What follows belongs to an exercise in optimizing a design on an open flow for small area; a production flow would make more cautious choices.
The RTL was checked by simulation tests, not by an equivalence proof against the original design.
Power figures rest on the tool's default switching activity, not on a simulated workload.

==> flow/run.sh <==
#!/bin/bash
# synth_recipe.tcl (not shown) runs the flow's synth.tcl, then flattens the netlist and writes it again
# the make line also repeats each setting of config.mk as NAME=value (left out here)
make -C /OpenROAD-flow-scripts/flow DESIGN_CONFIG=/design/flow/config.mk WORK_HOME=/design/flow/orfs CLKGATE_MAP_FILE= SYNTH_SCRIPT=/design/flow/synth_recipe.tcl finish
==> flow/constraint.sdc <==
create_clock -name core_clock -period 13.0 [get_ports {clk}]
set_input_delay 2.6000 -clock core_clock [delete_from_list [all_inputs] [get_ports {clk}]]
set_output_delay 2.6000 -clock core_clock [all_outputs]
set_load 0.01 [all_outputs]
==> flow/config.mk <==
export PLATFORM = sky130hd
export DESIGN_NAME = rv_core_top
export DESIGN_NICKNAME = rv_core_top
export VERILOG_FILES = /design/flow/design.v
export SDC_FILE = /design/flow/constraint.sdc
export NUM_CORES = 4
export LEC_CHECK = 0
export CAP_MARGIN = 35
export CELL_PAD_IN_SITES_DETAIL_PLACEMENT = 1
export CELL_PAD_IN_SITES_GLOBAL_PLACEMENT = 2
export CORE_MARGIN = 2
export CORE_UTILIZATION = 50
export CTS_BUF_LIST = sky130_fd_sc_hd__clkbuf_8
export CTS_CLUSTER_DIAMETER = 50
export CTS_CLUSTER_SIZE = 16
export PLACE_DENSITY = 0.6
export SLEW_MARGIN = 20
==> flow/design.v <==
`timescale 1ns/1ps
`default_nettype none
package rv_pkg;
   localparam int XLEN       = 32;
   localparam int REG_COUNT  = 32;
   localparam int IMEM_WORDS = 64;
   typedef logic [XLEN-1:0]               word_t;
   typedef logic [$clog2(REG_COUNT)-1:0]  reg_idx_t;
   typedef logic [$clog2(IMEM_WORDS)-1:0] imem_addr_t;
   typedef logic [6:0]                    opcode_t;
   localparam opcode_t OPC_OP     = 7'b0110011;
   localparam opcode_t OPC_OP_IMM = 7'b0010011;
   localparam opcode_t OPC_LUI    = 7'b0110111;
   localparam opcode_t OPC_AUIPC  = 7'b0010111;
   localparam opcode_t OPC_JAL    = 7'b1101111;
   localparam opcode_t OPC_BRANCH = 7'b1100011;
   typedef enum logic [4:0] {
      OP_ADD, OP_SUB, OP_AND, OP_OR, OP_XOR,
      OP_SLL, OP_SRL, OP_SRA, OP_SLT, OP_SLTU,
      OP_ADDI, OP_ANDI, OP_ORI, OP_XORI,
      OP_SLLI, OP_SRLI, OP_SRAI, OP_SLTI, OP_SLTIU,
      OP_LUI, OP_AUIPC, OP_JAL,
      OP_BEQ, OP_BNE, OP_BLT, OP_BGE, OP_BLTU, OP_BGEU,
      OP_ILLEGAL
   } alu_op_e;
   localparam logic [2:0] CLS_NOP   = 3'd0;
   localparam logic [2:0] CLS_OP    = 3'd1;
   localparam logic [2:0] CLS_OPIMM = 3'd2;
   localparam logic [2:0] CLS_BR    = 3'd3;
   localparam logic [2:0] CLS_LUI   = 3'd4;
   localparam logic [2:0] CLS_AUIPC = 3'd5;
   localparam logic [2:0] CLS_JAL   = 3'd6;
   typedef enum logic [1:0] {
      IDLE,
      ACK,
      WAIT_DROP
   } readout_state_e;
endpackage
`default_nettype wire
`timescale 1ns/1ps
`default_nettype none
module instr_fetch (
   input  logic        clk,
   input  logic        arst_n,
   input  logic        run,
   input  logic [1:0]  ph,
   input  logic        load_req,
   input  logic [5:0]  load_addr,
   input  logic [31:0] load_data,
   output logic        load_ack,
   input  logic [1:0]  fetch_slot,   
   input  logic        fetch_win,
   input  logic [3:0]  fetch_ring,   
   output logic        capture,
   output logic [27:0] head,
   output logic [27:0] instr
);
   logic [15:0][27:0] q0, q1, q2, q3;    
   logic [5:0]        wb_addr;
   logic              wb_v;              
   logic              load_accept;
   logic [2:0]        load_cls;
   logic              clr_en;
   logic [5:0]        clr_addr;
   logic              clr_a, clr_b;
   logic              set_a, set_b;
   logic [15:0]       ring_clr, ring_set;
   logic [15:0]       fsel;
   always_comb begin
      case (load_data[6:0])
         7'b0110011: load_cls = rv_pkg::CLS_OP;
         7'b0010011: load_cls = rv_pkg::CLS_OPIMM;
         7'b0110111: load_cls = rv_pkg::CLS_LUI;
         7'b0010111: load_cls = rv_pkg::CLS_AUIPC;
         7'b1101111: load_cls = rv_pkg::CLS_JAL;
         7'b1100011: load_cls = rv_pkg::CLS_BR;
         default:    load_cls = rv_pkg::CLS_NOP;
      endcase
   end
   assign load_accept = load_req & ~load_ack & ~run;
   always_ff @(posedge clk or negedge arst_n) begin
      if (!arst_n) begin
         load_ack <= 1'b0;
      end else begin
         load_ack <= load_req & (load_ack | ~run);
      end
   end
   assign clr_addr = load_accept ? load_addr : wb_addr;
   assign clr_en   = load_accept | wb_v;
   assign clr_a    = clr_en & (clr_addr[1:0] == ph);
   assign clr_b    = clr_en & (clr_addr[1:0] == ph + 2'd2);
   always_ff @(posedge clk) begin
      if (load_accept) begin
         wb_addr <= load_addr;
      end
      wb_v  <= load_accept & ~clr_a & ~clr_b;
      set_a <= clr_a;
      set_b <= clr_b;
   end
   always_comb begin
      for (int r = 0; r < 16; r++) begin
         ring_clr[r] = (clr_addr[5:2] == 4'(r));
         ring_set[r] = (wb_addr[5:2] == 4'(r));
      end
   end
   always_ff @(posedge clk) begin
      for (int r = 0; r < 16; r++) begin
         q1[r] <= ~(q0[r] | {28{clr_a & ring_clr[r]}});
         q2[r] <= ~(q1[r] | ({28{set_a & ring_set[r]}} & instr));
         q3[r] <= ~(q2[r] | {28{clr_b & ring_clr[r]}});
         q0[r] <= ~(q3[r] | ({28{set_b & ring_set[r]}} & instr));
      end
   end
   always_comb begin
      for (int r = 0; r < 16; r++) fsel[r] = (fetch_ring == 4'(r));
      head = '0;
      for (int r = 0; r < 16; r++) head = head | ({28{fsel[r]}} & q3[r]);
   end
   assign capture = fetch_win & (fetch_slot == ph + 2'd1);
   always_ff @(posedge clk) begin
      if (load_accept) begin
         instr <= {load_data[31:7], load_cls};
      end else if (capture) begin
         instr <= head;
      end
   end
endmodule
`default_nettype wire
`timescale 1ns/1ps
`default_nettype none
module rv_decoder (
   input  logic [31:0] instr,      
   output logic        is_op,
   output logic        is_opimm,
   output logic        is_lui,
   output logic        is_auipc,
   output logic        is_jal,
   output logic        is_br,
   output logic [31:0] imm,
   output logic        wr_en,
   output logic        halt
);
   logic [2:0] cls;
   logic [2:0] f3;
   logic       b30;
   logic       writes;
   assign cls    = instr[2:0];
   assign f3     = instr[14:12];
   assign b30    = instr[30];
   assign is_op    = (cls == rv_pkg::CLS_OP);
   assign is_opimm = (cls == rv_pkg::CLS_OPIMM);
   assign is_lui   = (cls == rv_pkg::CLS_LUI);
   assign is_auipc = (cls == rv_pkg::CLS_AUIPC);
   assign is_jal   = (cls == rv_pkg::CLS_JAL);
   assign is_br    = (cls == rv_pkg::CLS_BR);
   always_comb begin
      if (is_opimm)
         imm = {{21{instr[31]}}, instr[30:20]};
      else if (is_br)
         imm = {{20{instr[31]}}, instr[7], instr[30:25], instr[11:8], 1'b0};
      else if (is_jal)
         imm = {{12{instr[31]}}, instr[19:12], instr[20], instr[30:21], 1'b0};
      else
         imm = {instr[31:12], 12'b0};
   end
   assign writes = (is_op & (~b30 | f3 == 3'b000 | f3 == 3'b101))
                 | (is_opimm & ~(b30 & f3 == 3'b001))
                 | is_lui | is_auipc | is_jal;
   assign wr_en  = writes & (instr[11:7] != 5'd0);
   assign halt = is_jal & (instr[31:12] == 20'd0);
endmodule
`default_nettype wire
`timescale 1ns/1ps
`default_nettype none
module rv_alu (
   input  logic [31:0] a,
   input  logic [31:0] b,
   input  logic        sub,
   input  logic        alu_sel,    
   input  logic [2:0]  f3,
   input  logic        arith,
   output logic [31:0] result,
   output logic [31:0] sum,
   output logic        cond
);
   logic        cout;
   logic        lt_u, lt_s, eq;
   logic        left;
   logic [31:0] sh_in, sh_out, shifted;
   logic [31:0] a_rev, sh_rev;
   logic [63:0] sh_ext;
   assign {cout, sum} = {1'b0, a} + {1'b0, b ^ {32{sub}}} + {32'b0, sub};
   assign lt_u = ~cout;
   assign lt_s = (a[31] ^ b[31]) ? a[31] : lt_u;
   assign eq   = (sum == 32'd0);
   always_comb begin
      case (f3)
         3'b000:  cond = eq;
         3'b001:  cond = ~eq;
         3'b100:  cond = lt_s;
         3'b101:  cond = ~lt_s;
         3'b110:  cond = lt_u;
         3'b111:  cond = ~lt_u;
         default: cond = 1'b0;
      endcase
   end
   assign left   = ~f3[2];
   always_comb begin
      for (int i = 0; i < 32; i++) begin
         a_rev[i]  = a[31 - i];
         sh_rev[i] = sh_out[31 - i];
      end
   end
   assign sh_in  = left ? a_rev : a;
   assign sh_ext = {{32{arith & a[31]}}, sh_in};
   assign sh_out = 32'(sh_ext >> b[4:0]);
   assign shifted = left ? sh_rev : sh_out;
   always_comb begin
      if (alu_sel) begin
         case (f3)
            3'b001, 3'b101: result = shifted;
            3'b010:         result = {31'b0, lt_s};
            3'b011:         result = {31'b0, lt_u};
            3'b100:         result = a ^ b;
            3'b110:         result = a | b;
            3'b111:         result = a & b;
            default:        result = sum;
         endcase
      end else begin
         result = sum;
      end
   end
endmodule
`default_nettype wire
`timescale 1ns/1ps
`default_nettype none
module reg_file (
   input  logic        clk,
   input  logic        arst_n,
   input  logic [1:0]  ph,
   input  logic        wr_win,
   input  logic [4:0]  wr_idx,
   input  logic [31:0] wr_data,
   input  logic        sel_load,   
   input  logic [4:0]  sel_idx,
   output logic [31:0] rd_val      
);
   logic [7:0][31:0]  g0, g1, g2;
   logic [7:1][31:0]  g3;
   logic [1:0]        ph3;
   logic [31:1]       valid;
   logic              clr;
   logic              set;
   logic [7:0]        ring;
   logic [1:0]        wslot;
   logic [31:0]       vfull;
   logic              rvalid;
   logic [1:0]        stage;
   logic [1:0]        slot3, stage3;
   logic [4:0]        pidx;
   logic [7:0]        psel;
   logic [3:0]        ssel;
   logic [31:0]       w0, w1, w2, w3;
   always_ff @(posedge clk) begin
      ph3 <= (ph3[1] | (ph3 == 2'd3)) ? 2'd0 : ph3 + 2'd1;
   end
   assign wslot = (wr_idx[4:2] == 3'd0) ? (wr_idx[1:0] - 2'd1) : wr_idx[1:0];
   assign clr   = wr_win & (wslot == ((wr_idx[4:2] == 3'd0) ? ph3 : ph));
   always_ff @(posedge clk) begin
      set <= clr;
   end
   always_comb begin
      for (int q = 0; q < 8; q++) ring[q] = (wr_idx[4:2] == 3'(q));
   end
   always_ff @(posedge clk) begin
      for (int q = 0; q < 8; q++) begin
         g1[q] <= ~(g0[q] | {32{clr & ring[q]}});
         g2[q] <= ~(g1[q] | ({32{set & ring[q]}} & wr_data));
      end
      g0[0] <= g2[0];
      for (int q = 1; q < 8; q++) begin
         g3[q] <= g2[q];
         g0[q] <= g3[q];
      end
   end
   always_ff @(posedge clk or negedge arst_n) begin
      if (!arst_n) begin
         valid <= '0;
      end else begin
         for (int r = 1; r < 32; r++) begin
            if (clr && wr_idx == 5'(r)) valid[r] <= 1'b1;
         end
      end
   end
   always_ff @(posedge clk) begin
      if (sel_load) begin
         pidx <= sel_idx;
         for (int q = 0; q < 8; q++) psel[q] <= (sel_idx[4:2] == 3'(q));
      end
   end
   assign vfull  = {valid, 1'b0};
   assign rvalid = vfull[pidx];
   assign slot3  = pidx[1:0] - 2'd1;
   assign stage3 = (ph3 >= slot3) ? (ph3 - slot3) : (ph3 - slot3 - 2'd1);
   assign stage  = psel[0] ? stage3 : (ph - pidx[1:0]);
   always_comb begin
      w0 = '0; w1 = '0; w2 = '0; w3 = '0;
      for (int q = 0; q < 8; q++) begin
         w0 = w0 | ({32{psel[q]}} & g0[q]);
         w1 = w1 | ({32{psel[q]}} & g1[q]);
         w2 = w2 | ({32{psel[q]}} & g2[q]);
      end
      for (int q = 1; q < 8; q++) begin
         w3 = w3 | ({32{psel[q]}} & g3[q]);
      end
      for (int k = 0; k < 4; k++) ssel[k] = rvalid & (stage == 2'(k));
   end
   assign rd_val = ({32{ssel[0]}} & ~w0) | ({32{ssel[1]}} & w1)
                 | ({32{ssel[2]}} & ~w2) | ({32{ssel[3]}} & ~w3)
                 | (rvalid ? 32'd0 : {27'b0, pidx});
endmodule
`default_nettype wire
`timescale 1ns/1ps
`default_nettype none
module rv_core_top (
   input  logic               clk,
   input  logic               arst_n,
   input  logic               run,
   input  logic               load_req,
   input  rv_pkg::imem_addr_t load_addr,
   input  rv_pkg::word_t      load_data,
   output logic               load_ack,
   input  logic               rd_req,
   input  rv_pkg::reg_idx_t   rd_index,
   output logic               rd_ack,
   output rv_pkg::word_t      rd_data,
   output logic               halted
);
   localparam logic [2:0] X0 = 3'd0, X1 = 3'd1, X2 = 3'd2, F0 = 3'd3,
                          F3 = 3'd6, IDLE = 3'd7;
   logic [1:0]  ph;
   logic [2:0]  st;
   logic [31:0] pc;
   logic [27:0] word;
   logic [31:0] instr;      
   logic [31:0] res;
   logic        taken;
   logic [4:0]  rdq;
   logic        wenq;
   logic        hltq;
   logic        idle;
   logic        capture;
   logic [27:0] head;
   logic        sel_load;
   logic [4:0]  sel_idx;
   logic        is_op, is_opimm, is_lui, is_auipc, is_jal, is_br;
   logic [31:0] imm;
   logic        dec_wen, dec_halt;
   logic [31:0] port_val;
   logic        in_x0, in_x1, in_x2;
   logic        fetch_win, wr_win;
   logic [31:0] alu_a, alu_b, alu_res, alu_sum;
   logic        alu_cond, use_imm, use4, sub;
   always_ff @(posedge clk) begin
      ph <= ph + 2'd1;
   end
   assign pc[0] = 1'b0;
   assign idle      = (st == IDLE);
   assign in_x0     = (st == X0);
   assign in_x1     = (st == X1);
   assign in_x2     = (st == X2);
   assign fetch_win = (st >= F0) && (st <= F3);
   assign wr_win    = wenq && (st >= X2) && (st <= 3'd5);
   instr_fetch u_fetch (
      .clk        (clk),
      .arst_n     (arst_n),
      .run        (run),
      .ph         (ph),
      .load_req   (load_req),
      .load_addr  (load_addr),
      .load_data  (load_data),
      .load_ack   (load_ack),
      .fetch_slot (pc[3:2]),
      .fetch_win  (fetch_win),
      .fetch_ring (pc[7:4]),
      .capture    (capture),
      .head       (head),
      .instr      (word)
   );
   assign instr = {word[27:3], 4'b0, word[2:0]};
   rv_decoder u_decoder (
      .instr    (instr),
      .is_op    (is_op),
      .is_opimm (is_opimm),
      .is_lui   (is_lui),
      .is_auipc (is_auipc),
      .is_jal   (is_jal),
      .is_br    (is_br),
      .imm      (imm),
      .wr_en    (dec_wen),
      .halt     (dec_halt)
   );
   assign sel_load = capture | in_x0 | (idle & rd_req & ~rd_ack);
   always_comb begin
      if (idle)       sel_idx = rd_index;
      else if (in_x0) sel_idx = instr[24:20];
      else            sel_idx = (head[2:0] == rv_pkg::CLS_LUI) ? 5'd0 : head[15:11];
   end
   reg_file u_regs (
      .clk      (clk),
      .arst_n   (arst_n),
      .ph       (ph),
      .wr_win   (wr_win),
      .wr_idx   (rdq),
      .wr_data  (res),
      .sel_load (sel_load),
      .sel_idx  (sel_idx),
      .rd_val   (port_val)
   );
   assign use4    = in_x2 ? ~taken : is_jal;
   assign use_imm = in_x2 ? taken : (is_opimm | is_lui | is_auipc);
   assign alu_a   = (in_x2 | is_auipc | is_jal) ? pc : res;
   assign alu_b   = use4 ? 32'd4 : (use_imm ? imm : port_val);
   assign sub     = in_x1 & ((is_op & instr[30] & instr[14:12] == 3'b000)
                           | ((is_op | is_opimm) & instr[14:13] == 2'b01)
                           | is_br);
   rv_alu u_alu (
      .a       (alu_a),
      .b       (alu_b),
      .sub     (sub),
      .alu_sel (is_op | is_opimm),
      .f3      (instr[14:12]),
      .arith   (instr[30]),
      .result  (alu_res),
      .sum     (alu_sum),
      .cond    (alu_cond)
   );
   always_ff @(posedge clk) begin
      if (in_x0) begin
         res <= port_val;
      end else if (in_x1) begin
         res <= alu_res;
      end
      if (in_x1) begin
         taken <= is_jal | (is_br & alu_cond);
         rdq   <= instr[11:7];
      end
   end
   always_ff @(posedge clk or negedge arst_n) begin
      if (!arst_n) begin
         st     <= IDLE;
         pc[31:1] <= '0;
         wenq   <= 1'b0;
         hltq   <= 1'b0;
         halted <= 1'b0;
      end else begin
         if (in_x1) begin
            wenq <= dec_wen;
            hltq <= dec_halt;
         end
         if (in_x2) begin
            pc[31:1] <= alu_sum[31:1];
         end
         case (st)
            IDLE: if (run && !halted) st <= F0;
            F3: begin
               if (hltq) begin
                  st     <= IDLE;
                  halted <= 1'b1;
               end else begin
                  st <= X0;
               end
            end
            default: st <= st + 3'd1;
         endcase
      end
   end
   always_ff @(posedge clk or negedge arst_n) begin
      if (!arst_n) begin
         rd_ack <= 1'b0;
      end else begin
         rd_ack <= rd_req;
      end
   end
   assign rd_data = port_val;
endmodule
`default_nettype wire
==> results of run 1 <==
[registers in the layout, summed over array words and instances, names as in the netlist, 2 cells and up]
name             count
u_regs.pidx          5
u_regs.valid        31
u_regs.g1          256
st                   3
pc                  31
u_fetch.wb_addr      6
u_regs.ph3           2
u_regs.g2          256
u_regs.g0          256
u_regs.g3          224
u_fetch.q0         448
u_fetch.q2         448
u_regs.psel          8
ph                   2
u_fetch.q3         448
u_fetch.q1         448
u_fetch.instr       28
res                 32
rdq                  5
[through the flow]
step	area [sq um]	utilization [%]	setup slack, ns
after floorplan	91000	-	5.54
after global routing	99400	55.0	2.83
after CTS	99300	55.0	3.55
after detailed placement	95000	52.5	3.62
after global placement	94800	52.5	3.59
final	99400	55.0	3.42
[layer usage]
layer,track usage [%],vias to the layer above
li1,-,29561
met1,46.4,35235
met2,61.6,2543
met3,5.14,770
met4,18.8,4
met5,0,-
[area by class of cell]
cell class,instances,area (sq um)
timing repair buffer,319,2720
antenna,4,10.0
clock buffer,240,3300
sequential,2947,60100
multi-input combinational,4848,28800
inverter,109,412
clock inverter,111,1060
tap,2370,2970
fill,19155,81300
[where the power goes]
| part | switching, W | leakage (nW) | internal (W) |
|---|---|---|---|
| registers | 0.000732 | 24.5 | 0.0106 |
| logic | 0.00900 | 12.8 | 0.00423 |
| clock network | 0.00309 | 2.38 | 0.00198 |
[cell usage after synthesis (all sizes together) (11+ instances only)]
library cell / number / share of area [%]
nand4: 113 / 0.78
dfxtp: 2798 / 62
ha: 109 / 1.5
o211a: 11 / 0.12
edfxtp: 79 / 2.6
o21a: 11 / 0.091
a21oi: 1302 / 7.2
a222oi: 32 / 0.35
mux4: 13 / 0.33
o21ai: 122 / 0.68
or2: 11 / 0.076
clkbuf: 535 / 2.2
xnor2: 50 / 0.49
a22o: 121 / 1.2
a311oi: 32 / 0.31
nor2: 1470 / 6.1
o21bai: 12 / 0.099
nor3: 64 / 0.38
dfrtp: 67 / 1.8
mux2i: 120 / 1.3
a22oi: 500 / 4.1
and3: 19 / 0.13
a41oi: 16 / 0.16
nand2b: 17 / 0.12
o211ai: 25 / 0.21
a211oi: 62 / 0.53
a31oi: 16 / 0.14
nand2: 190 / 0.78
mux2: 49 / 0.61
inv: 109 / 0.45
a221oi: 106 / 1.0
a21o: 54 / 0.45
buf: 76 / 0.42
xor2: 17 / 0.16
nand3: 62 / 0.34
[worst max path at each step]
stage | from | endpoint | slack [ns] | cells after the start
final | u_regs.pidx[1]$_DFFE_PP_ | taken$_DFFE_PP_ | 3.42 | 27
after global routing | u_regs.pidx[1]$_DFFE_PP_ | taken$_DFFE_PP_ | 2.83 | 27
after CTS | u_regs.pidx[1]$_DFFE_PP_ | taken$_DFFE_PP_ | 3.55 | 27
after detailed placement | u_regs.pidx[1]$_DFFE_PP_ | taken$_DFFE_PP_ | 3.62 | 27
after global placement | u_regs.pidx[1]$_DFFE_PP_ | taken$_DFFE_PP_ | 3.59 | 27
after floorplan | u_regs.pidx[1]$_DFFE_PP_ | taken$_DFFE_PP_ | 5.54 | 32
[cells by family (layout without fill, tap and decap cells)]
group	after synthesis	in the layout	synth area share (%)
AO/OA/AOI/OAI	2486	2486	17.3
XOR/XNOR	68	68	0.678
adder cells (fa/ha/maj)	111	111	1.54
buffers and inverters	720	779	3.08
flip-flops	2947	2947	66.1
multiplexers	182	182	2.27
other	0	4	0
AND/OR/NAND/NOR	2001	2001	9.09
[worst reg2reg max path: cells and delay by family (launching register included)]
family	cells	cell delay [ns]
compound gates	11	3.28
xor+xnor	1	0.30
fa+ha+maj	2	0.88
buf+inv	2	1.28
flops	1	0.68
mux	4	1.19
simple gates	7	1.80
[cell usage in the layout (no fill, tap or decap), drive strengths merged, types with 17 or more instances in the layout]
master         synthesis  final
a311oi                32     32
and3                  19     19
xnor2                 50     50
a21oi               1302   1302
o21ai                122    122
a221oi               106    106
edfxtp                79     79
o211ai                25     25
a21o                  54     54
dfxtp               2798   2798
a22oi                500    500
a211oi                62     62
clkinv                 0     25
dfrtp                 67     67
a222oi                32     32
buf                   76    237
xor2                  17     17
nand3                 62     62
clkbuf               535    241
a22o                 121    121
clkdlybuf4s50          0     81
inv                  109    179
mux2                  49     49
nand2                190    190
ha                   109    109
nor2                1470   1470
nor3                  64     64
mux2i                120    120
nand4                113    113
nand2b                17     17
==> impl_metrics.ini, run 1 <==
[clock_tree]
clock_path_buffers = 3
clk_pin_slew_worst_paths_ns = 0.10
tritoncts = done
cts_max_level = 4
post_cts_buffers = 0
clkLatencyLatePin_ns = 1.07
cts.sinks = 2947
cts.repair.resized = 0
hold_buffers = 0
cts-root-buf = clkbuf_8
cts_buffers = 228

[setup_path]
worst_r2r_endpoint = taken$_DFFE_PP_
rrSetupSlack_ns = 3.42
startpoint_type = flop
r2r_cells = 27
cpLargestDelayFamily = compound AO/OA/AOI/OAI gates
cpPeakStageDelay_ns = 0.86
arrival_ns = 10.47
cp_num_buf_inv = 2
crit_path_end_kind = flop
required_ns = 13.89
critical_path_class = reg2reg
timing.rr.start = u_regs.pidx[1]$_DFFE_PP_
cp_slowest_cell = a2111oi_0
crit_fanout = 64

[synth]
synth_edf_count = 79
synth_warnings = 5
synthFlopType = dfxtp_1
syn-cell-area_sq_mm = 0.0910
synthArstFlopShare_pct = 2.38
ys_types = 99
syn_avg_cell_area_sq_um = 10.7
syn_inst = 8515
syn_nets = 8674
yosysSeqAreaShare_pct = 66.1
ys_ff_latch = 2947

[placed_design]
dp.cells = 10586
gp_congestion = 0.977
hpwl_microns = 222000
io_buffers = 82

[floorplanning]
core-area_sq_mm = 0.181
die_w_microns = 431
die-area_sq_mm = 0.185
num_io_pins = 83
row_count = 156
initial_utilization_pct = 50.4
die_h_microns = 431

[route]
drt_first_pass_iters = 6
routedWlPerCell_microns = 31.9
drtIter0Drc = 5770
vias_per_cell = 6.22
top_layer = met5
route.met3.wl_microns = 20300
routed_wirelength_microns = 349000
antenna_left = 0
drc = 0
vias = 68113
dr_wl_met2_microns = 166000
wl_met1_microns = 142000

[run_status]
status = complete, no violations

[sta]
max_slew_margin_pct = 27.5
skew_ns = 0.0676
fin_crit_ns = 9.58
whs_ns = 0.325
tightest_slew_ns = 1.09
period_share_pct = 73.7
rsz0062_at_grt = false
hold_viol = 0
max_freq_mhz = 104
setup-violations-final = 0
setup_tns_ns = 0
slew_viol_final = 0

[power]
power_w = 0.0296
p_leak_nw = 39.7
ir_worst_vdd_v = 0.000215
powerDensity_mw_per_mm2 = 298

[layout]
drive_gt1_share_pct = 8.90
finalNonFillerCells = 10948
synthToLayoutAreaGrowth_pct = 9.23
nNetsFinal = 8612

[hold_path]
min_to = u_regs.g3[35]$_DFF_P_
hp-class = reg2reg
holdPathStages = 0
worstHoldStart = u_regs.g2[67]$_DFF_P_

[grt]
grt_pass1_wl_microns = 498000
antenna_found_initial = 7
grt_max_degree = 129
globalRouteOverflowTotal = 0
grt_usage_pct = 36.8
first_global_vias = 70288

[job]
cap_viol_max_count = 0
==> run 2, diff against run 1 <==
--- a/flow/config.mk
+++ b/flow/config.mk
@@ -6,5 +6,5 @@
 export NUM_CORES = 4
 export LEC_CHECK = 0
-export CAP_MARGIN = 35
+export CAP_MARGIN = 10
 export CELL_PAD_IN_SITES_DETAIL_PLACEMENT = 1
 export CELL_PAD_IN_SITES_GLOBAL_PLACEMENT = 2
@@ -15,3 +15,3 @@
 export CTS_CLUSTER_SIZE = 16
 export PLACE_DENSITY = 0.6
-export SLEW_MARGIN = 20
+export SLEW_MARGIN = 10
==> run 2 against run 1 <==
Net effect: die area did not move; combinational power barely moved; count of clock-buffer cells in the layout fell by 2.
==> impl_metrics.ini, run 2 <==
[clock_tree]
hold_buffers = 0
clk_pin_slew_worst_paths_ns = 0.10
clock_path_buffers = 3
cts_max_level = 4
cts_buffers = 224
cts.repair.resized = 0
tritoncts = done
post_cts_buffers = 0
cts.sinks = 2947
clkLatencyLatePin_ns = 1.07
cts-root-buf = clkbuf_8

[sta]
rsz0062_at_grt = false
fin_crit_ns = 9.56
max_freq_mhz = 105
slew_viol_final = 0
setup-violations-final = 0
tightest_slew_ns = 1.27
hold_viol = 0
skew_ns = 0.0700
max_slew_margin_pct = 14.4
period_share_pct = 73.5
setup_tns_ns = 0

[power]
power_w = 0.0294
ir_worst_vdd_v = 0.000222
powerDensity_mw_per_mm2 = 297
p_leak_nw = 39.5

[floorplanning]
die_w_microns = 431
initial_utilization_pct = 50.4
core-area_sq_mm = 0.181
row_count = 156
num_io_pins = 83
die_h_microns = 431
die-area_sq_mm = 0.185

[synth]
yosysTopAreaCell = dfxtp_1
synth_commonest_cells = dfxtp_1 (2,798), nor2_1 (1,470), a21oi_1 (1,301)
syn_nets = 8674
ys_types = 99
synth_warnings = 5
synth_most_common_cell = dfxtp_1
synth_top_area_share_pct = 61.5
syn_inst = 8515
syn_avg_cell_area_sq_um = 10.7
synthFlopType = dfxtp_1
synthArstFlopShare_pct = 2.38
yosysSeqAreaShare_pct = 66.1
yosys-top-cells-area = dfxtp_1 (62%), a21oi_1 (7.2%), nor2_1 (6.1%)
ys_ff_latch = 2947
synth_edf_count = 79
syn-cell-area_sq_mm = 0.0910

[job]
cap_viol_max_count = 0

[setup_path]
arrival_ns = 10.43
required_ns = 13.87
timing.rr.start = u_regs.pidx[1]$_DFFE_PP_
crit_fanout = 64
startpoint = u_regs.pidx[1]$_DFFE_PP_
critical_path_class = reg2reg
crit_path_end_kind = flop
startpoint_type = flop

[grt]
globalRouteOverflowTotal = 0
grt_max_degree = 129
antenna_found_initial = 9
grt_pass1_wl_microns = 497000
first_global_vias = 70310
grt_usage_pct = 36.8

[hold_path]
worstHoldStart = u_regs.g2[45]$_DFF_P_
hp-class = reg2reg

[route]
drt_first_pass_iters = 8
routed_wirelength_microns = 348000
vias_per_cell = 6.24
vias = 68161
drc = 0
antenna_left = 0
drtIter0Drc = 6210
routedWlPerCell_microns = 31.9

[placed_design]
io_buffers = 82
gp_congestion = 0.977
hpwl_microns = 222000

[layout]
drive_gt1_share_pct = 8.53
n_fill_cell = 19229
final_common_cell = dfxtp_1
nNetsFinal = 8587
final_cell_mix = dfxtp_1 (2,798), nor2_1 (1,382), a21oi_1 (1,300)
synthToLayoutAreaGrowth_pct = 8.87

[run_status]
status = complete, no violations
run 2: cell counts after synthesis:
No cell type changed its count.
run 2: path summary, 6_finish.rpt:
check                                               end  slack [ns]  cells past startpoint
max in group asynchronous            pc[15]$_DFFE_PN0P_       10.26                      2
max reg2reg                             taken$_DFFE_PP_        3.44                     27
max                                     taken$_DFFE_PP_        3.44                     27
min in group asynchronous  u_regs.valid[25]$_DFFE_PN0P_        1.52                      1
min                               u_regs.g3[13]$_DFF_P_        0.32                      0
min reg2reg                       u_regs.g3[13]$_DFF_P_        0.32                      0
run 2: layer usage:
metal,vias up,GRT usage (%),wire [microns]
met4,14,18.7,19100
li1,29508,-,-
met5,-,0,96
met3,758,5.40,20300
met1,35341,46.0,142000
met2,2540,61.8,167000
run 2: cell families (layout without fill, tap and decap cells):
group,count (synthesis),after routing,synth area share [%]
multiplexers,182,182,2.27
XOR/XNOR,68,68,0.678
buffers and inverters,720,750,3.08
AO/OA/AOI/OAI,2486,2486,17.3
AND/OR/NAND/NOR,2001,2001,9.09
other,0,5,0
adder cells (fa/ha/maj),111,111,1.54
flip-flops,2947,2947,66.1
run 2: layout make-up:
cell class              instances  area (sq um)  area share (%)
clock inverters               105           951           0.960
clock buffers                 238          3280            3.31
well taps                    2370          2970            2.99
multi-input cells            4848         28800            29.1
diodes                          5          12.5          0.0126
repair buffers                298          2530            2.56
flip-flops and latches       2947         60100            60.7
inverters                     109           412           0.415
run 2: power breakdown:
part | switching [W] | internal [W]
logic | 0.00898 | 0.00419
registers | 0.000732 | 0.0106
clock network | 0.00305 | 0.00191
total | 0.0128 | 0.0167
run 2: critical path: stages (launching register included):
cell       delay [ns]
edfxtp_1         0.69
nor2b_1          0.28
or2_2            0.34
fa_1             0.40
nor3b_1          0.32
o31a_2           0.20
buf_4            0.54
buf_4            0.69
mux2_2           0.41
mux2i_1          0.17
mux2_4           0.23
a311oi_1         0.14
or2_2            0.35
fa_1             0.48
a211oi_1         0.38
o21ai_0          0.29
a311oi_1         0.32
nand3_1          0.19
a2111oi_0        0.79
o21bai_1         0.24
o31ai_1          0.43
o21bai_1         0.11
a21oi_1          0.19
xor2_1           0.31
nand4_1          0.13
nor2_1           0.21
mux2_4           0.33
a41oi_2          0.16
run 2: through the flow:
| stage | hold slack (ns) | util [%] | area [sq um] | setup WS (ns) | cells |
|---|---|---|---|---|---|
| final | 0.323 | 54.8 | 99100 | 3.44 | 10920 |
| after global routing | 0.319 | 54.8 | 99100 | 2.83 | 10919 |
| after CTS | 0.314 | 54.8 | 99100 | 3.57 | 10915 |
| after detailed placement | 0.337 | 52.5 | 94800 | 3.64 | 10572 |
| after global placement | 0.333 | 52.5 | 94800 | 3.59 | 10571 |
| after floorplan | 0.330 | - | 91000 | 5.54 | 8515 |
==> run 3, diff against run 2 <==
--- a/flow/design.v
+++ b/flow/design.v
@@ -185,4 +185,6 @@
 );
    logic        cout;
+   logic [31:0] bb, pg, gg, pp;
+   logic [32:0] carry;
    logic        lt_u, lt_s, eq;
    logic        left;
@@ -190,5 +192,30 @@
    logic [31:0] a_rev, sh_rev;
    logic [63:0] sh_ext;
-   assign {cout, sum} = {1'b0, a} + {1'b0, b ^ {32{sub}}} + {32'b0, sub};
+   always_comb begin
+      bb = b ^ {32{sub}};
+      pg = a ^ bb;
+      gg = a & bb;
+      pp = pg;
+      for (int d = 0; d < 5; d++) begin
+         for (int i = 0; i < 32; i++) begin
+            if (((i + 1) % (2 << d)) == 0) begin
+               gg[i] = gg[i] | (pp[i] & gg[i - (1 << d)]);
+               pp[i] = pp[i] & pp[i - (1 << d)];
+            end
+         end
+      end
+      for (int d = 3; d >= 0; d--) begin
+         for (int i = 0; i < 32; i++) begin
+            if (((i + 1) % (2 << d)) == (1 << d) && i >= (2 << d)) begin
+               gg[i] = gg[i] | (pp[i] & gg[i - (1 << d)]);
+               pp[i] = pp[i] & pp[i - (1 << d)];
+            end
+         end
+      end
+      carry[0] = sub;
+      for (int i = 0; i < 32; i++) carry[i + 1] = gg[i] | (pp[i] & sub);
+   end
+   assign sum  = pg ^ carry[31:0];
+   assign cout = carry[32];
    assign lt_u = ~cout;
    assign lt_s = (a[31] ^ b[31]) ? a[31] : lt_u;
==> flow/flow/run.sh (new file) <==
#!/bin/bash
# Standard layout, except that clock tree synthesis inserts no dummy loads
# and the port buffers are the smallest buffer.
set -euo pipefail
export CTS_ARGS="-sink_clustering_enable -repair_clock_nets -dont_use_dummy_load -sink_clustering_size 22 -sink_clustering_max_diameter 40 -buf_list sky130_fd_sc_hd__clkbuf_8"
export BUFFER_PORTS_ARGS="-buffer_cell sky130_fd_sc_hd__buf_1"
bash standard.sh > standard.log 2>&1
==> flow/standard.sh (new file) <==
#!/bin/bash
# synth_recipe.tcl (not shown) runs the flow's synth.tcl, then flattens the netlist and writes it again
# the make line also repeats each setting of config.mk as NAME=value (left out here)
make -C /OpenROAD-flow-scripts/flow DESIGN_CONFIG=/design/flow/config.mk WORK_HOME=/design/flow/orfs CLKGATE_MAP_FILE= SYNTH_SCRIPT=/design/flow/synth_recipe.tcl "${@:-finish}"
--- a/flow/config.mk
+++ b/flow/config.mk
@@ -11,7 +11,4 @@
 export CORE_MARGIN = 2
 export CORE_UTILIZATION = 50
-export CTS_BUF_LIST = sky130_fd_sc_hd__clkbuf_8
-export CTS_CLUSTER_DIAMETER = 50
-export CTS_CLUSTER_SIZE = 16
 export PLACE_DENSITY = 0.6
 export SLEW_MARGIN = 10
removed: flow/run.sh
==> run 3 against run 2 <==
Net effect: final area about the same; critical path type unchanged; clock skew is 0.074 ns higher; non-clock buffer count fell by 10; setup slack better by 0.19 ns; global-route usage fell by 0.14 points; maximum frequency is 2.0% higher; sequential cell count stayed put; synthesized area is 0.11% lower; power increased by 1.2%.
==> impl_metrics.ini, run 3 <==
[placed_design]
placedInstanceArea_sq_mm = 0.0942
hpwl_microns = 215000
gp_congestion = 0.952
io_buffers = 82

[floorplanning]
row_count = 156
initial_utilization_pct = 50.3
die_h_microns = 430
core-area_sq_mm = 0.181
die-area_sq_mm = 0.185
die_w_microns = 430
num_io_pins = 83

[setup_path]
worst_r2r_endpoint = taken$_DFFE_PP_
startpoint_type = flop
arrival_ns = 10.13
r2r_cells = 26
rrSetupSlack_ns = 3.63
timing.rr.start = u_regs.pidx[1]$_DFFE_PP_
required_ns = 13.76
crit_path_end_kind = flop
critical_path_class = reg2reg
crit_fanout = 36

[layout]
final_cell_mix = dfxtp_1 (2,798), nor2_1 (1,338), a21oi_1 (1,293)
final_common_cell = dfxtp_1
nNetsFinal = 8743
drive_gt1_share_pct = 8.89
finalInstanceArea_sq_mm = 0.0991
multi_input_area_sq_mm = 0.0287
final-seq-area_sq_mm = 0.0601
n_fill_cell = 19225
synthToLayoutAreaGrowth_pct = 9.03

[sta]
max_slew_margin_pct = 22.3
slew_viol_final = 0
skew_ns = 0.144
period_share_pct = 72.1
rsz0062_at_grt = false
fin_crit_ns = 9.37
hold_viol = 0
tightest_slew_ns = 1.16
max_freq_mhz = 107
setup_tns_ns = 0
setup-violations-final = 0

[synth]
synthArstFlopShare_pct = 2.38
yosysSeqAreaShare_pct = 66.1
synth_compound_area_share_pct = 17.5
yosys-top-cells-area = dfxtp_1 (62%), a21oi_1 (7.1%), nor2_1 (5.9%)
synthFlopType = dfxtp_1
ys_ff_latch = 2947
synth_warnings = 5
synth_edf_count = 79
ys_types = 107
synth_top_area_share_pct = 61.6
synth_top_family_by_area = compound AO/OA/AOI/OAI gates
synth_commonest_cells = dfxtp_1 (2,798), nor2_1 (1,424), a21oi_1 (1,294)
syn_nets = 8713
syn_avg_cell_area_sq_um = 10.6
synth_most_common_cell = dfxtp_1
synth_fa_ha_area_share_pct = 1.54
synthSimpleGateAreaFrac_pct = 9.26
synth_xor_area_share_pct = 0.760
yosysTopAreaCell = dfxtp_1
syn-cell-area_sq_mm = 0.0909
syn_inst = 8554
synth_mux_area_share_pct = 1.73

[job]
cap_viol_max_count = 0

[clock_tree]
cts.repair.resized = 0
cts.sinks = 2947
hold_buffers = 0
post_cts_buffers = 0
clk_pin_slew_worst_paths_ns = 0.09
cts-root-buf = clkbuf_8
cts_buffers = 360
cts_max_level = 5
tritoncts = done
clock_path_buffers = 4
clkLatencyLatePin_ns = 1.14

[power]
power.share.sequential_pct = 39.1
ir_worst_vdd_v = 0.000196
swShare_pct = 42.6
p_int_w = 0.0171
powerDensity_mw_per_mm2 = 300
p_clk_share_pct = 18.5
p_leak_nw = 39.4
power.switching_w = 0.0127
pwr-share-comb_pct = 42.4

[grt]
grt_max_degree = 129
globalRouteOverflowTotal = 0
first_global_vias = 70263
grt_usage_pct = 36.6
grt_pass1_wl_microns = 495000
antenna_found_initial = 12

[route]
drc = 0
routedWlPerCell_microns = 31.6
drtIter0Drc = 6051
drt_first_pass_iters = 7
vias = 68367
vias_per_cell = 6.24
routed_wirelength_microns = 347000
antenna_left = 0

[run_status]
status = complete, no violations

[hold_path]
min_to = u_regs.g0[82]$_DFF_P_
worstHoldStart = u_regs.g3[50]$_DFF_P_
holdPathStages = 0
hp-class = reg2reg
[run 3: cell count changes in the layout (fill, tap and decap cells not counted), moves of 26 or more]
| cell | before | now |
|---|---|---|
| nor2_1 | 1382 | 1338 |
| a22oi_1 | 500 | 548 |
| xor2_1 | 17 | 43 |
| a22o_1 | 121 | 69 |
| a221oi_1 | 106 | 79 |
| clkdlybuf4s50_1 | 81 | 0 |
| buf_1 | 0 | 81 |
| clkbuf_8 | 238 | 360 |
| inv_1 | 151 | 97 |
| o21ai_0 | 110 | 171 |
[run 3: logic make-up (layout without fill, tap and decap cells)]
logic type | Yosys count | after routing
AOI/OAI and AO/OA | 2546 | 2546
xor gates and xnor gates | 78 | 78
buffers and inverters | 723 | 751
and+or+nand+nor | 2005 | 2005
muxes | 144 | 144
adders and majority gates | 111 | 111
other | 0 | 3
DFF | 2947 | 2947
[run 3: per-layer routing]
layer | wire (microns) | track usage, % | up-vias
met3 | 23300 | 6.26 | 865
met2 | 161000 | 59.6 | 2767
met1 | 143000 | 47.0 | 35018
met4 | 19000 | 18.6 | 2
li1 | - | - | 29715
met5 | 13 | 0 | -
[run 3: cell type report]
cell class / instances / area share (%)
clock buffers: 360 / 5.00
multi-input cells: 4884 / 29.0
inverters: 103 / 0.395
diodes: 3 / 0.00757
flip-flops and latches: 2947 / 60.7
repair buffers: 288 / 1.96
well taps: 2370 / 2.99
[run 3: worst max path at each step]
| stage | from | endpoint | depth (start not counted) |
|---|---|---|---|
| 2_1_floorplan | u_regs.pidx[0]$_DFFE_PP_ | taken$_DFFE_PP_ | 30 |
| 5_1_grt | u_regs.pidx[1]$_DFFE_PP_ | taken$_DFFE_PP_ | 26 |
| 6_report | u_regs.pidx[1]$_DFFE_PP_ | taken$_DFFE_PP_ | 26 |
| 4_1_cts | u_regs.pidx[1]$_DFFE_PP_ | taken$_DFFE_PP_ | 26 |
| 3_5_place_dp | u_regs.pidx[1]$_DFFE_PP_ | taken$_DFFE_PP_ | 26 |
| 3_3_place_gp | u_regs.pidx[0]$_DFFE_PP_ | taken$_DFFE_PP_ | 28 |
[run 3: critical path, stage by stage (launching register included)]
cell	delay (ns)
edfxtp_1	0.85
xor2_1	0.22
fa_1	0.44
or3b_1	0.43
xnor2_1	0.19
mux2i_4	0.14
buf_4	0.48
buf_4	0.48
mux2i_1	0.32
or4_1	0.54
and3_1	0.18
buf_4	0.28
inv_2	0.58
xnor2_1	0.17
ha_1	0.44
and4_1	0.27
or4b_1	0.45
a21o_1	0.20
a31o_2	0.32
nand3_1	0.28
nor4_1	0.11
a211oi_1	0.58
and3_1	0.33
nand3_1	0.10
nor2_1	0.27
mux2i_1	0.23
o32ai_1	0.09
[run 3: stage by stage]
step                      worst slack [ns]  utilization (%)  power, W  hold slack, ns  instances
after global routing                  3.18             54.8    0.0311           0.277      10955
after detailed placement              3.87             52.1    0.0241           0.338      10592
after global placement                3.93             52.1    0.0238           0.331      10591
after floorplan                       5.84                -    0.0192           0.330       8554
after CTS                             3.75             54.8    0.0296           0.288      10952
final                                 3.63             54.8    0.0298           0.282      10955
[run 3: power groups by stage]
stage / clock network [W] / registers, W / logic, W
global placement: 0 / 0.0117 / 0.0121
CTS: 0.00558 / 0.0116 / 0.0124
finish: 0.00550 / 0.0116 / 0.0126
global route: 0.00593 / 0.0118 / 0.0134
detailed placement: 0 / 0.0118 / 0.0123
floorplan: 0 / 0.0114 / 0.00783
==> run 4, diff against run 3 <==
==> flow/flow/run.sh (replaced) <==
#!/bin/bash
# Standard layout, except that clock tree synthesis inserts no dummy loads
# and the port buffers are the smallest buffer.
set -euo pipefail
export CTS_ARGS="-sink_clustering_enable -repair_clock_nets -dont_use_dummy_load -sink_clustering_size 28 -sink_clustering_max_diameter 60 -buf_list sky130_fd_sc_hd__clkbuf_16"
export BUFFER_PORTS_ARGS="-buffer_cell sky130_fd_sc_hd__buf_1"
bash standard.sh > standard.log 2>&1
==> run 4 against run 3 <==
Net effect: setup slack better by 0.046 ns; highest routed layer is now met4; non-clock buffer count stayed put; routed wire length is 0.57% lower; final cell count is 1.7% lower; clock skew is 0.043 ns lower; via count is 1.1% lower; maximum frequency is 0.49% higher; die area stayed put; power is 1.1% lower; first-iteration DRC count is 6.0% higher; synthesized area stayed put.
==> impl_metrics.ini, run 4 <==
[run_status]
status = complete, no violations

[power]
swShare_pct = 42.5
power.switching_w = 0.0125
p_clk_share_pct = 17.6
pwr-share-comb_pct = 43.0
ir_worst_vdd_v = 0.000219
p_leak_nw = 38.9
power_w = 0.0295
p_int_w = 0.0169
powerDensity_mw_per_mm2 = 299
power.share.sequential_pct = 39.5

[layout]
nNetsFinal = 8552
drive_gt1_share_pct = 6.82
final_cell_mix = dfxtp_1 (2,798), nor2_1 (1,338), a21oi_1 (1,293)
final_common_cell = dfxtp_1
utilization_pct = 54.4
n_fill_cell = 19121
synthToLayoutAreaGrowth_pct = 8.24
finalInstanceArea_sq_mm = 0.0984

[synth]
yosysSeqAreaShare_pct = 66.1
synth_warnings = 5
synthArstFlopShare_pct = 2.38
yosysTopAreaCell = dfxtp_1
syn_inst = 8554
syn_nets = 8713
synth_most_common_cell = dfxtp_1
ys_ff_latch = 2947
synth_top_area_share_pct = 61.6
synth_commonest_cells = dfxtp_1 (2,798), nor2_1 (1,424), a21oi_1 (1,294)
syn-cell-area_sq_mm = 0.0909
synthFlopType = dfxtp_1
ys_types = 107
synth_edf_count = 79
yosys-top-cells-area = dfxtp_1 (62%), a21oi_1 (7.1%), nor2_1 (5.9%)
syn_avg_cell_area_sq_um = 10.6

[floorplanning]
die_h_microns = 430
initial_utilization_pct = 50.3
num_io_pins = 83
die-area_sq_mm = 0.185
core-area_sq_mm = 0.181
row_count = 156
die_w_microns = 430

[sta]
hold_viol = 0
skew_ns = 0.100
setup_tns_ns = 0
period_share_pct = 71.7
slew_viol_final = 0
max_freq_mhz = 107
max_slew_margin_pct = 23.0
rsz0062_at_grt = false
setup-violations-final = 0
tightest_slew_ns = 1.15
fin_crit_ns = 9.32

[clock_tree]
cts-root-buf = clkbuf_16
clk_pin_slew_worst_paths_ns = 0.09
cts.repair.resized = 0
cts_max_level = 4
tritoncts = done
clkLatencyLatePin_ns = 0.87
post_cts_buffers = 0
cts_buffers = 169
clock_path_buffers = 3
cts.sinks = 2947
hold_buffers = 0

[grt]
grt_max_degree = 129
grt_pass1_wl_microns = 491000
grt_usage_pct = 36.4
first_global_vias = 69034
globalRouteOverflowTotal = 0
antenna_found_initial = 12

[route]
drtIter0Drc = 6413
drc = 0
routed_wirelength_microns = 345000
drt_first_pass_iters = 5
vias = 67637
antenna_left = 0
routedWlPerCell_microns = 32.0
vias_per_cell = 6.28

[setup_path]
crit_path_end_kind = flop
startpoint_type = flop
arrival_ns = 9.86
crit_fanout = 36
rrSetupSlack_ns = 3.68
critical_path_class = reg2reg
required_ns = 13.54

[placed_design]
placedInstanceArea_sq_mm = 0.0942
hpwl_microns = 215000
io_buffers = 82
gp_congestion = 0.952

[job]
cap_viol_max_count = 0

[hold_path]
hp-class = reg2reg
==> run 4: cells by family after synthesis <==
family,share of synthesized area (%)
compound gates,17.5
xor+xnor,0.760
mux,1.73
buf+inv,3.09
fa+ha+maj,1.54
simple gates,9.26
flops,66.1
==> run 4: critical path, cell delays in order, from the launching register on <==
cell and delay, ns:
edfxtp_1 0.85, xor2_1 0.22, fa_1 0.44, or3b_1 0.44, xnor2_1 0.19, mux2i_4 0.13
buf_4 0.49, buf_4 0.49, mux2i_1 0.31, or4_1 0.54, and3_1 0.18, buf_4 0.27
inv_2 0.59, xnor2_1 0.18, ha_1 0.44, and4_1 0.27, or4b_1 0.45, a21o_1 0.20
a31o_2 0.32, nand3_1 0.28, nor4_1 0.10, a211oi_1 0.58, and3_1 0.33, nand3_1 0.10
nor2_1 0.27, mux2i_1 0.22, o32ai_1 0.09
==> run 4: power groups by stage <==
stage,combinational [W],sequential [W],clock (W)
global route,0.0134,0.0118,0.00555
CTS,0.0124,0.0116,0.00522
global placement,0.0121,0.0117,0
floorplan,0.00783,0.0114,0
detailed placement,0.0123,0.0118,0
finish,0.0127,0.0116,0.00517
==> run 4: final timing paths <==
check,from,to,cells past startpoint
min in group asynchronous,arst_n,pc[23]$_DFFE_PN0P_,1
max in group asynchronous,arst_n,u_regs.valid[28]$_DFFE_PN0P_,2
worst min register to register,u_fetch.q2[1]$_DFF_P_,u_fetch.q3[1]$_DFF_P_,1
worst min-delay path,u_fetch.q2[1]$_DFF_P_,u_fetch.q3[1]$_DFF_P_,1
worst max register to register,u_regs.pidx[1]$_DFFE_PP_,taken$_DFFE_PP_,26
worst max-delay path,u_regs.pidx[1]$_DFFE_PP_,taken$_DFFE_PP_,26
==> run 4: routing by layer <==
layer | GRT usage (%) | up-vias | part of all wire, %
li1 | - | 29385 | -
met1 | 47.1 | 35000 | 42
met2 | 59.5 | 2510 | 47
met3 | 5.55 | 742 | 6.2
met4 | 17.9 | 0 | 5.5
met5 | 0 | - | 0
==> run 4: area by class of cell <==
cell class	instances	area (sq um)	share of cell area, %
antenna	5	12.5	0.0127
clock buffer	169	4230	4.30
inverter	103	392	0.398
multi-input combinational	4884	28700	29.2
sequential	2947	60100	61.1
tap	2370	2970	3.01
timing repair buffer	288	1950	1.98
==> run 4: metrics by stage <==
stage | cells | hold WS, ns | worst slack (ns)
after floorplan | 8554 | 0.330 | 5.84
after global placement | 10591 | 0.331 | 3.93
after detailed placement | 10592 | 0.338 | 3.87
after CTS | 10761 | 0.315 | 3.81
after global routing | 10762 | 0.315 | 3.23
final | 10766 | 0.314 | 3.68
==> run 5, diff against run 4 <==
==> flow/flow/run.sh (replaced) <==
#!/bin/bash
# Standard layout, except that clock tree synthesis inserts no dummy loads
# and the port buffers are the smallest buffer.
set -euo pipefail
export CTS_ARGS="-sink_clustering_enable -repair_clock_nets -dont_use_dummy_load -sink_clustering_size 16 -sink_clustering_max_diameter 50 -buf_list sky130_fd_sc_hd__clkbuf_8"
export BUFFER_PORTS_ARGS="-buffer_cell sky130_fd_sc_hd__buf_1"
bash standard.sh > standard.log 2>&1
--- a/flow/config.mk
+++ b/flow/config.mk
@@ -10,5 +10,5 @@
 export CELL_PAD_IN_SITES_GLOBAL_PLACEMENT = 2
 export CORE_MARGIN = 2
-export CORE_UTILIZATION = 50
-export PLACE_DENSITY = 0.6
+export CORE_UTILIZATION = 62
+export PLACE_DENSITY = 0.72
 export SLEW_MARGIN = 10
==> run 5 against run 4 <==
Net effect: the run now fails in global placement without I/O; synthesized cell count is the same; synthesized area is the same.
==> impl_metrics.ini, run 5 <==
[synth]
synth_warnings = 5
synth_compound_area_share_pct = 17.5
synth_top_family_by_area = compound AO/OA/AOI/OAI gates
synthFlopType = dfxtp_1
synthSimpleGateAreaFrac_pct = 9.26
syn_avg_cell_area_sq_um = 10.6
yosys-top-cells-area = dfxtp_1 (62%), a21oi_1 (7.1%), nor2_1 (5.9%)
synth_edf_count = 79
syn_inst = 8554
synth_commonest_cells = dfxtp_1 (2,798), nor2_1 (1,424), a21oi_1 (1,294)
syn_nets = 8713
synth_mux_area_share_pct = 1.73
synth_fa_ha_area_share_pct = 1.54
ys_ff_latch = 2947
yosysTopAreaCell = dfxtp_1
ys_types = 107
synth_top_area_share_pct = 61.6
synthArstFlopShare_pct = 2.38
yosysSeqAreaShare_pct = 66.1
synth_most_common_cell = dfxtp_1
syn-cell-area_sq_mm = 0.0909
synth_xor_area_share_pct = 0.760

[run_status]
lastStage = global placement without I/O
error_line = [ERROR GPL-0301] Utilization 102.897 % exceeds 100%.
status = stopped before the end

[floorplanning]
die_h_microns = 387
row_count = 140
initial_utilization_pct = 62.5
die_w_microns = 387
## run 5: cell families after synthesis
logic type      after synthesis
flops                      2947
xor+xnor                     78
fa+ha+maj                   111
compound gates             2546
mux                         144
buf+inv                     723
simple gates               2005
==> run 6, diff against run 5 <==
--- a/flow/config.mk
+++ b/flow/config.mk
@@ -6,9 +6,9 @@
 export NUM_CORES = 4
 export LEC_CHECK = 0
-export CAP_MARGIN = 10
+export CAP_MARGIN = 0
 export CELL_PAD_IN_SITES_DETAIL_PLACEMENT = 1
 export CELL_PAD_IN_SITES_GLOBAL_PLACEMENT = 2
 export CORE_MARGIN = 2
-export CORE_UTILIZATION = 62
-export PLACE_DENSITY = 0.72
-export SLEW_MARGIN = 10
+export CORE_UTILIZATION = 50
+export PLACE_DENSITY = 0.6
+export SLEW_MARGIN = 0
==> run 6 against run 5 <==
Net effect: now clean on timing, DRC and antenna; synthesized cell count is the same; synthesized area is the same.
==> impl_metrics.ini, run 6 <==
[synth]
synth_most_common_cell = dfxtp_1
synth_top_area_share_pct = 61.6
synth_edf_count = 79
ys_ff_latch = 2947
yosys-top-cells-area = dfxtp_1 (62%), a21oi_1 (7.1%), nor2_1 (5.9%)
syn_inst = 8554
yosysTopAreaCell = dfxtp_1
ys_types = 107
syn-cell-area_sq_mm = 0.0909
synthArstFlopShare_pct = 2.38
synth_warnings = 5
synthFlopType = dfxtp_1
syn_nets = 8713
syn_avg_cell_area_sq_um = 10.6
synth_commonest_cells = dfxtp_1 (2,798), nor2_1 (1,424), a21oi_1 (1,294)
yosysSeqAreaShare_pct = 66.1

[clock_tree]
cts_max_level = 4
clkLatencyLatePin_ns = 1.08
cts.repair.resized = 0
cts-root-buf = clkbuf_8
cts.sinks = 2947
clk_pin_slew_worst_paths_ns = 0.10
tritoncts = done
clock_path_buffers = 3
hold_buffers = 0
cts_buffers = 229
post_cts_buffers = 0

[placed_design]
io_buffers = 82
hpwl_microns = 215000
gp_congestion = 0.952
dp.cells = 10592

[route]
vias_per_cell = 6.27
routed_wirelength_microns = 344000
vias = 67860
drc = 0
routedWlPerCell_microns = 31.8
antenna_left = 0
drt_first_pass_iters = 6
drtIter0Drc = 6501

[run_status]
status = complete, no violations

[sta]
period_share_pct = 72.2
setup-violations-final = 0
slew_viol_final = 0
skew_ns = 0.159
hold_viol = 0
tightest_slew_ns = 1.18
max_slew_margin_pct = 21.3
max_freq_mhz = 107
setup_tns_ns = 0
fin_crit_ns = 9.39
rsz0062_at_grt = false

[floorplanning]
num_io_pins = 83
initial_utilization_pct = 50.3
die_w_microns = 430
die-area_sq_mm = 0.185
die_h_microns = 430
core-area_sq_mm = 0.181
row_count = 156

[grt]
use_met2_pct = 59.2
gr-usage-met1_pct = 47.4
grt_pass1_wl_microns = 492000
use_met3_pct = 5.40
busiest_layer = met2
first_global_vias = 69140
antenna_found_initial = 14
grt_usage_pct = 36.4
globalRouteOverflowTotal = 0
grt_max_degree = 129

[setup_path]
crit_path_end_kind = flop
cp_slowest_cell = edfxtp_1
cpLargestDelayFamily = simple AND/OR/NAND/NOR gates
required_ns = 13.66
arrival_ns = 10.05
startpoint_type = flop
cp_num_buf_inv = 4
crit_fanout = 36
r2r_cells = 26
worst_r2r_endpoint = taken$_DFFE_PP_
timing.rr.start = u_regs.pidx[1]$_DFFE_PP_
rrSetupSlack_ns = 3.61
cpPeakStageDelay_ns = 0.89
critical_path_class = reg2reg

[power]
powerDensity_mw_per_mm2 = 294
power_w = 0.0286
ir_worst_vdd_v = 0.000189
p_leak_nw = 38.5

[layout]
drive_gt1_share_pct = 7.48
nNetsFinal = 8612
finalNonFillerCells = 10829
synthToLayoutAreaGrowth_pct = 7.07
utilization_pct = 53.9
final_common_cell = dfxtp_1
final_cell_mix = dfxtp_1 (2,798), nor2_1 (1,338), a21oi_1 (1,293)

[job]
cap_viol_max_count = 0

[hold_path]
hp-class = reg2reg
worstHoldStart = u_fetch.q2[8]$_DFF_P_
min_to = u_fetch.q3[8]$_DFF_P_
holdPathStages = 1
run 6: cell counts after synthesis:
No cell type changed its count.
run 6: layer usage:
| layer | up-vias | wire length (microns) |
|---|---|---|
| met3 | 795 | 22800 |
| met1 | 34850 | 143000 |
| met5 | - | 17 |
| li1 | 29467 | - |
| met2 | 2746 | 159000 |
| met4 | 2 | 19300 |
run 6: worst reg2reg max path: stages, from the launching register on:
cell      delay, ns
edfxtp_1       0.89
xor2_1         0.23
fa_1           0.44
or3b_1         0.43
xnor2_1        0.19
mux2i_4        0.14
buf_4          0.49
buf_4          0.50
mux2i_1        0.29
or4_1          0.52
and3_1         0.18
buf_4          0.26
inv_2          0.60
xnor2_1        0.19
ha_1           0.44
and4_1         0.27
or4b_1         0.45
a21o_1         0.19
and3_1         0.28
o21ai_0        0.47
mux2i_1        0.31
o2111a_1       0.26
and4b_1        0.25
nand4_1        0.10
nor2_1         0.30
mux2i_1        0.25
o32ai_1        0.09
run 6: layout make-up:
| type | count | area (sq um) |
|---|---|---|
| Fill cell | 19322 | 83400 |
| Sequential cell | 2947 | 60100 |
| Multi-Input combinational cell | 4884 | 28700 |
| Clock buffer | 229 | 3150 |
| Tap cell | 2370 | 2970 |
| Timing Repair Buffer | 288 | 1950 |
| Inverter | 103 | 392 |
| Antenna cell | 8 | 20.0 |
run 6: worst max path at each step:
stage	start	to	slack, ns	depth (start not counted)
final	u_regs.pidx[1]$_DFFE_PP_	taken$_DFFE_PP_	3.61	26
after floorplan	u_regs.pidx[0]$_DFFE_PP_	taken$_DFFE_PP_	5.84	30
after global routing	u_regs.pidx[1]$_DFFE_PP_	taken$_DFFE_PP_	3.15	26
after detailed placement	u_regs.pidx[1]$_DFFE_PP_	taken$_DFFE_PP_	3.83	26
after CTS	u_regs.pidx[1]$_DFFE_PP_	taken$_DFFE_PP_	3.70	26
after global placement	u_regs.pidx[0]$_DFFE_PP_	taken$_DFFE_PP_	3.93	28
run 6: through the flow:
step           instance area (sq um)  hold WS [ns]  worst slack [ns]
5_1_grt                        97300         0.301              3.15
4_1_cts                        97300         0.292              3.70
3_3_place_gp                   94200         0.331              3.93
6_report                       97300         0.299              3.61
3_5_place_dp                   94200         0.337              3.83
2_1_floorplan                  90900         0.330              5.84
run 6: kinds of logic after synthesis:
logic type               synth area share [%]
flip-flops                               66.1
AO/OA/AOI/OAI                            17.5
AND/OR/NAND/NOR                          9.26
buffers and inverters                    3.09
multiplexers                             1.73
adder cells (fa/ha/maj)                  1.54
XOR/XNOR                                0.760
run 6: where the power goes:
part           internal [W]  switching [W]  total, W  leakage, nW
registers            0.0108       0.000809    0.0116         24.5
logic               0.00381        0.00881    0.0126         12.3
clock network       0.00156        0.00282   0.00438         1.65
==> run 7, diff against run 6 <==
--- a/flow/config.mk
+++ b/flow/config.mk
@@ -6,5 +6,5 @@
 export NUM_CORES = 4
 export LEC_CHECK = 0
-export CAP_MARGIN = 0
+export CAP_MARGIN = 10
 export CELL_PAD_IN_SITES_DETAIL_PLACEMENT = 1
 export CELL_PAD_IN_SITES_GLOBAL_PLACEMENT = 2
@@ -12,3 +12,3 @@
 export CORE_UTILIZATION = 50
 export PLACE_DENSITY = 0.6
-export SLEW_MARGIN = 0
+export SLEW_MARGIN = 10
==> run 7 against run 6 <==
Net effect: non-clock buffer count stayed put; highest routed layer unchanged; routed wire length is essentially flat; clock power about the same; still clean on timing, DRC and antenna; critical endpoint unchanged; core utilization about the same.
==> impl_metrics.ini, run 7 <==
[run_status]
status = complete, no violations

[synth]
yosysSeqAreaShare_pct = 66.1
synth_top_area_share_pct = 61.6
synth_commonest_cells = dfxtp_1 (2,798), nor2_1 (1,424), a21oi_1 (1,294)
syn_nets = 8713
syn_inst = 8554
synth_warnings = 5
yosys-top-cells-area = dfxtp_1 (62%), a21oi_1 (7.1%), nor2_1 (5.9%)
synthFlopType = dfxtp_1
syn_avg_cell_area_sq_um = 10.6
syn-cell-area_sq_mm = 0.0909
yosysTopAreaCell = dfxtp_1
synthArstFlopShare_pct = 2.38
synth_edf_count = 79
ys_ff_latch = 2947
synth_most_common_cell = dfxtp_1
ys_types = 107

[clock_tree]
tritoncts = done
cts-root-buf = clkbuf_8
clkLatencyLatePin_ns = 1.05
cts.sinks = 2947
cts.repair.resized = 0
hold_buffers = 0
post_cts_buffers = 0
clk_pin_slew_worst_paths_ns = 0.10
cts_max_level = 4
clock_path_buffers = 3
cts_buffers = 228

[sta]
period_share_pct = 72.9
rsz0062_at_grt = false
slew_viol_final = 0
hold_viol = 0
setup-violations-final = 0
skew_ns = 0.170
fin_ws_ns = 3.52
max_freq_mhz = 106
whs_ns = 0.292
setup_tns_ns = 0
max_slew_margin_pct = 22.4
tightest_slew_ns = 1.16
fin_crit_ns = 9.48

[grt]
first_global_vias = 69130
globalRouteOverflowTotal = 0
grt_usage_pct = 36.4
grt_max_degree = 129
grt_pass1_wl_microns = 491000
antenna_found_initial = 12

[placed_design]
io_buffers = 82
place_ws_ns = 3.87
gp_congestion = 0.952
placedInstanceArea_sq_mm = 0.0942
hpwl_microns = 215000

[layout]
finalInstanceArea_sq_mm = 0.0973
final_cell_mix = dfxtp_1 (2,798), nor2_1 (1,338), a21oi_1 (1,293)
final-seq-area_sq_mm = 0.0601
utilization_pct = 53.8
nNetsFinal = 8611
drive_gt1_share_pct = 7.47
n_fill_cell = 19317
multi_input_area_sq_mm = 0.0287
synthToLayoutAreaGrowth_pct = 7.04
final_common_cell = dfxtp_1

[route]
routedWlPerCell_microns = 31.8
drc = 0
vias = 67694
antenna_left = 0
drtIter0Drc = 6214
routed_wirelength_microns = 344000
drt_first_pass_iters = 7
vias_per_cell = 6.25

[floorplanning]
core-area_sq_mm = 0.181
num_io_pins = 83
initial_utilization_pct = 50.3
die_w_microns = 430
die-area_sq_mm = 0.185
row_count = 156
die_h_microns = 430

[power]
p_int_w = 0.0162
power.switching_w = 0.0124
ir_worst_vdd_v = 0.000194
pwr-share-comb_pct = 44.1
power.share.sequential_pct = 40.6
p_leak_nw = 38.5
p_clk_share_pct = 15.3
swShare_pct = 43.4
powerDensity_mw_per_mm2 = 294

[setup_path]
critical_path_class = reg2reg
startpoint_type = flop
required_ns = 13.62
arrival_ns = 10.10
crit_fanout = 36
crit_path_end_kind = flop

[hold_path]
hp-class = reg2reg

[job]
cap_viol_max_count = 0
[run 7: final cells by class]
class | count | share of cell area (%)
Sequential cell | 2947 | 61.8
Antenna cell | 5 | 0.0129
Clock buffer | 228 | 3.22
Timing Repair Buffer | 288 | 2.00
Inverter | 103 | 0.402
Multi-Input combinational cell | 4884 | 29.5
Tap cell | 2370 | 3.05
[run 7: power groups by stage]
stage          clock, W  combinational (W)  sequential [W]
2_1_floorplan         0            0.00783          0.0114
3_3_place_gp          0             0.0121          0.0117
3_5_place_dp          0             0.0123          0.0118
4_1_cts         0.00443             0.0124          0.0116
5_1_grt         0.00477             0.0134          0.0118
6_report        0.00437             0.0126          0.0116
[run 7: kinds of logic (layout without fill, tap and decap cells)]
logic type / count (synthesis) / after routing / synth area share (%)
flops: 2947 / 2947 / 66.1
mux: 144 / 144 / 1.73
fa+ha+maj: 111 / 111 / 1.54
buf+inv: 723 / 619 / 3.09
other cells: 0 / 5 / 0
simple gates: 2005 / 2005 / 9.26
xor+xnor: 78 / 78 / 0.760
compound gates: 2546 / 2546 / 17.5
[run 7: stage by stage]
step,std cells,total power (W)
after detailed placement,10592,0.0241
final,10825,0.0286
after floorplan,8554,0.0192
after CTS,10820,0.0284
after global routing,10823,0.0299
after global placement,10591,0.0238
[run 7: metal layers]
| metal | routed length, microns | up-vias | GRT usage, % |
|---|---|---|---|
| li1 | - | 29456 | - |
| met1 | 143000 | 34768 | 47.2 |
| met2 | 159000 | 2670 | 59.1 |
| met3 | 22300 | 796 | 5.81 |
| met4 | 19100 | 4 | 18.1 |
| met5 | 52 | - | 0 |
[run 7: path summary, 6_finish.rpt]
kind	cells after the start	slack (ns)	end	startpoint
min in group asynchronous	1	1.51	pc[27]$_DFFE_PN0P_	arst_n
setup / recovery	26	3.52	taken$_DFFE_PP_	u_regs.pidx[1]$_DFFE_PP_
hold / removal	0	0.29	u_regs.g0[161]$_DFF_P_	u_regs.g3[129]$_DFF_P_
setup reg to reg	26	3.52	taken$_DFFE_PP_	u_regs.pidx[1]$_DFFE_PP_
max in group asynchronous	2	10.16	u_regs.valid[20]$_DFFE_PN0P_	arst_n
hold reg to reg	0	0.29	u_regs.g0[161]$_DFF_P_	u_regs.g3[129]$_DFF_P_
[run 7: critical path, cell delays in order, from the launching register on]
cell      delay, ns
edfxtp_1       0.88
xor2_1         0.22
fa_1           0.44
or3b_1         0.44
xnor2_1        0.21
mux2i_4        0.16
buf_4          0.49
buf_4          0.48
mux2i_1        0.31
or4_1          0.53
and3_1         0.18
buf_4          0.27
inv_2          0.61
xnor2_1        0.17
ha_1           0.44
and4_1         0.27
or4b_1         0.45
a21o_1         0.20
a31o_2         0.32
nand3_1        0.28
nor4_1         0.10
a211oi_1       0.58
and3_1         0.33
nand3_1        0.10
nor2_1         0.26
mux2i_1        0.22
o32ai_1        0.09

[port drivers added, routing unchanged]
How much do the figures lean on ideal ports? The routed layouts below were timed once more, with nothing changed but the port constraints.
Step 1, drivers: a clkbuf_16 drives clk and a buf_2 each remaining input, both assumed.
Step 2 times the ports against the registers' clock, not the clock port: input delays grow and output delays shrink by t, the midpoint of the rising clock arrivals with the driver on.
Slacks: no drivers / after step 1 / after step 2; pairs: no drivers / after step 1.
run | shift t [ns] | setup slack, ns | worst setup path at the end
run 1 | 1.124 | 3.424 / 3.424 / 3.424 | register to register
run 2 | 1.123 | 3.445 / 3.445 / 3.445 | register to register
run 3 | 1.149 | 3.630 / 3.630 / 3.630 | register to register
run 4 | 0.915 | 3.676 / 3.676 / 3.676 | register to register
run 6 | 1.093 | 3.613 / 3.613 / 3.613 | register to register
run 7 | 1.067 | 3.522 / 3.522 / 3.522 | register to register
After both steps setup and hold are still met in every run listed.
